What follows belongs to an exercise in optimizing a design on an open flow for small area, a short achievable clock period and few clock cycles per item; a production flow would make more cautious choices. Function was checked by simulation only, so behaviour that the tests miss may differ from the original. Power and IR drop assume default switching activity.

Setup of v16:
Design chip8_instruction_execute_top, start of the top module:
module chip8_instruction_execute_top #(
    parameter int unsigned STACK_DEPTH = 16
) (
    input  wire logic        aclk,
    input  wire logic        aresetn,
    input  wire logic        cfg_valid,
    output logic             cfg_ready,
    input  wire logic [11:0] cfg_start_address,
    input  wire logic        s_valid,
    output logic             s_ready,
    input  wire logic [15:0] s_instruction,
    output logic             m_valid,
    input  wire logic        m_ready,
    output logic [11:0]      m_pc_value,
    output logic [11:0]      m_index_value,
    output logic             m_reg_written,
    output logic [3:0]       m_reg_number,
    output logic [7:0]       m_vreg_data,
    output logic             m_flag_written,
    output logic             m_flag_value,
    output logic [1:0]       m_status
);
Size in the first run: roughly 2100 cells after synthesis, about 450 flip-flops, ~77 I/O pins.
Settings: LEC_CHECK=0, ABC_AREA=1, ABC_CLOCK_PERIOD_IN_PS=2500, CAP_MARGIN=20, CORE_MARGIN=2, CORE_UTILIZATION=55, CTS_CLUSTER_DIAMETER=100, CTS_CLUSTER_SIZE=20, SETUP_SLACK_MARGIN=4.5, SLEW_MARGIN=20, TNS_END_PERCENT=20; clock period 7.0 ns.
standard.sh (not shown) runs the stock make flow with config.mk's settings and CLKGATE_MAP_FILE= SYNTH_SCRIPT=/design/flow/synth_recipe.tcl, a recipe that flattens the netlist after the stock synthesis.
==> flow/flow/run.sh <==
#!/bin/bash
# The standard layout, with plain buffers (instead of the delay cells the
# resizer picks by default) on the input and output ports.
set -euo pipefail
bash standard.sh BUFFER_PORTS_ARGS="-buffer_cell sky130_fd_sc_hd__buf_2" finish > standard_flow.log 2>&1
Looking at the reports, v16 completed the entire flow and the layout it produced met the timing, design-rule and antenna checks.
Testbench counts of v16, summed over its fixed seeds: cycles 12,024, items 12,000.
For v34, these inputs were changed with respect to v16:
- ABC_AREA: 1 -> unset
- CORE_UTILIZATION: 55 -> 40
- TNS_END_PERCENT: 20 -> 5
Notes after the runs:
For the total area of multi-input combinational cells, v34 came in about 10% higher than v16 did.
Compared with v16, v34 shows a detailed placer's ending HPWL that is 8.8% lower.
v16 has a lower portion of total power attributed to combinational logic than v34.
The lower final critical delay including setup and external delays came out of v16.
Comparing v34 and v16, hold slack is higher on v34.
On net switching fraction of the power, v34 and v16 are neck and neck.
From v16 to v34 the numbers moved as follows: global-route track usage on met2 went down, number of standard cells in the layout, taps in and fillers out went down, transition at the pin with the smallest max-transition slack went up.
--- input diff v34..v11 ---
- TNS_END_PERCENT: 5 -> 20
- CTS_CLUSTER_SIZE: 20 -> 30
- ABC_AREA: unset -> 1
- CORE_UTILIZATION: 40 -> 55
- CTS_CLUSTER_DIAMETER: 100 -> 60
--- outcome ---
- Compared with v34, v11 has extra setup slack.
- On total power consumption of the routed design, v11 does worse than v34.
- Maximum achievable frequency on v11 is ahead of v34.
- v34 -> v11: synthesized instance count increased by more than a quarter
- [compare] base=v34 new=v11: number of non-filler instances in the completed layout climbed 379; clock network power share climbed 7.4 points; post-route worst hold slack dropped 0.027 ns; proportion of cell area occupied by multi-input gates dropped 2.7 points; relative slew slack climbed 8.3 points.
Relative to v11, the following input files were edited for v27:
- swapping 30 for 20 in CTS_CLUSTER_SIZE
- swapping 60 for 100 in CTS_CLUSTER_DIAMETER
- swapping 20 for 5 in TNS_END_PERCENT
- swapping 55 for 40 in CORE_UTILIZATION
- clearing ABC_AREA, which used to be 1
==> flow/run.sh (new file) <==
#!/bin/bash
# synth_recipe.tcl (not shown) runs the flow's synth.tcl, then flattens the netlist and writes it again
# the make line also repeats each setting of config.mk as NAME=value (left out here)
make -C /OpenROAD-flow-scripts/flow DESIGN_CONFIG=/design/flow/config.mk WORK_HOME=/design/flow/orfs CLKGATE_MAP_FILE= SYNTH_SCRIPT=/design/flow/synth_recipe.tcl finish
removed: flow/flow/run.sh
removed: flow/standard.sh
Findings:
- Highest net fanout along the worst path on v27 is up relative to v11.
- In the reports for v27 and v11, the larger iteration-0 DRC count of the detailed router belongs to v11.
- The worst setup path startpoint comes out h_res_reg[15] in one run and r_ins_reg[10] in the other, namely in v11 and v27 respectively.
- Changes observed in v27 relative to v11: global-route usage went down by 9.5 points; die area went up by 16000 µm²; mapped cell area went up by 470 µm².
- Net count after synthesis, v27 and v11: lower on v27
- In terms of register clock-pin slew on the reported worst setup and hold paths, v27 and v11 differ only marginally.
- Most common cell after layout, fill and taps aside = sky130_fd_sc_hd__edfxtp_1: v27; most common cell after layout, fill and taps aside = sky130_fd_sc_hd__nand2_1: v11

========
run A:
chip8_instruction_execute_top, a different RTL version from the one above (not shown whole).
For scale: about 1300 cells after synthesis, ~77 I/O pins, ~19000 sq um of cells after synthesis.
clock: 7.0 ns
lec_check: 0
abc_area: 1
abc_clock_period_in_ps: 2500
cap_margin: 20
core_margin: 2
core_utilization: 62
cts_cluster_diameter: 100
cts_cluster_size: 25
setup_slack_margin: 4.5
slew_margin: 20
tns_end_percent: 20
==> flow/flow/run.sh <==
#!/bin/bash
# The standard synthesis; then only its combinational logic is mapped
# again, with ABC's default script (flip-flops keep their cells and names);
# then the standard layout from that netlist, with plain buffers
# (buf_2) on the input and output ports.
set -euo pipefail
R="$PWD/orfs/results/$FLOW_PLATFORM/chip8_instruction_execute_top/base"
LIB="$FLOW_HOME/platforms/$FLOW_PLATFORM/lib/sky130_fd_sc_hd__tt_025C_1v80.lib"
YOSYS="${YOSYS_EXE:-$(command -v yosys)}"

bash standard.sh synth > standard_synth.log 2>&1

# the platform's combinational cells as Verilog, from their liberty functions
python3 flow/genmodels.py "$LIB" > cell_models.v 2> genmodels.log
cp "$R/1_2_yosys.v" synth_standard.v
REMAP_LIB="$LIB" REMAP_IN=synth_standard.v REMAP_OUT="$R/1_2_yosys.v" \
REMAP_TOP="$FLOW_TOP" REMAP_MODELS=cell_models.v \
REMAP_DONT_USE="sky130_fd_sc_hd__probe_p_8 sky130_fd_sc_hd__probec_p_8 sky130_fd_sc_hd__lpflow_*" \
  "$YOSYS" -c flow/remap.tcl > remap.log 2>&1

bash standard.sh BUFFER_PORTS_ARGS="-buffer_cell sky130_fd_sc_hd__buf_2" finish > standard_flow.log 2>&1
Other scripts of this flow, unchanged in this note and not shown: flow/flow/genmodels.py, flow/flow/remap.tcl
Testbench counts of run A, summed over its fixed seeds: cycles 12,024, items 12,000.
Relative to run A, the following input files were edited for run B:
-- flow/config.mk --
<<< run A, line 12
export CORE_UTILIZATION = 62
>>> run B, line 12
export CORE_UTILIZATION = 55
--- outcome ---
In summary, run B completed successfully, with a layout that passed the timing, design-rule and antenna checks.
From run A to run B the numbers moved as follows: total number of multi-input combinational cells essentially unchanged, largest net degree at the start of global routing shows an increase of about 17%.
The clock network fraction of total power reported for run B is smaller than that of run A by 0.5 points.
Run A ended up with nor2_1 as its slowest library cell on the worst path; run B ended up with edfxtp_1.

static timing again, ports no longer ideal:
The flow's constraints put no driver on any port. The routed layouts listed below were extracted and timed again, unchanged, in two steps.
Step 1 (the two cells are an assumption about what drives the block):
set clk [get_ports {aclk}]
set_driving_cell -lib_cell sky130_fd_sc_hd__clkbuf_16 $clk
set_driving_cell -lib_cell sky130_fd_sc_hd__buf_2 [delete_from_list [all_inputs] $clk]
Step 2 times the ports against the registers' clock, not the clock port: input delays grow and output delays shrink by t, the midpoint of the rising clock arrivals with the driver on.
a / b / c = no drivers / after step 1 / after step 2; a / b = the first two.
run | t (ns) | setup slack, ns | hold slack, ns | worst register clock-pin slew, ns | cell pins on the clock port's net
v16 | 0.630 | 4.264 / 4.205 / 3.692 | 0.449 / 0.449 / 0.449 | 0.10 / 0.10 | 1
v34 | 0.647 | 4.239 / 4.239 / 3.743 | 0.477 / 0.477 / 0.477 | 0.09 / 0.09 | 1
v11 | 0.612 | 4.294 / 4.239 / 3.750 | 0.450 / 0.450 / 0.450 | 0.09 / 0.09 | 1
v27 | 0.659 | 4.161 / 4.107 / 3.763 | 0.458 / 0.458 / 0.458 | 0.10 / 0.10 | 1
run A | 0.603 | 4.238 / 4.221 / 3.907 | 0.460 / 0.460 / 0.460 | 0.11 / 0.11 | 1
run B | 0.611 | 4.256 / 4.199 / 3.820 | 0.463 / 0.463 / 0.463 | 0.11 / 0.11 | 1
After both steps setup and hold are still met in every run listed. For v16, which loses most, drivers alone change the setup slack by -0.059 ns; drivers and shift together by -0.572 ns.
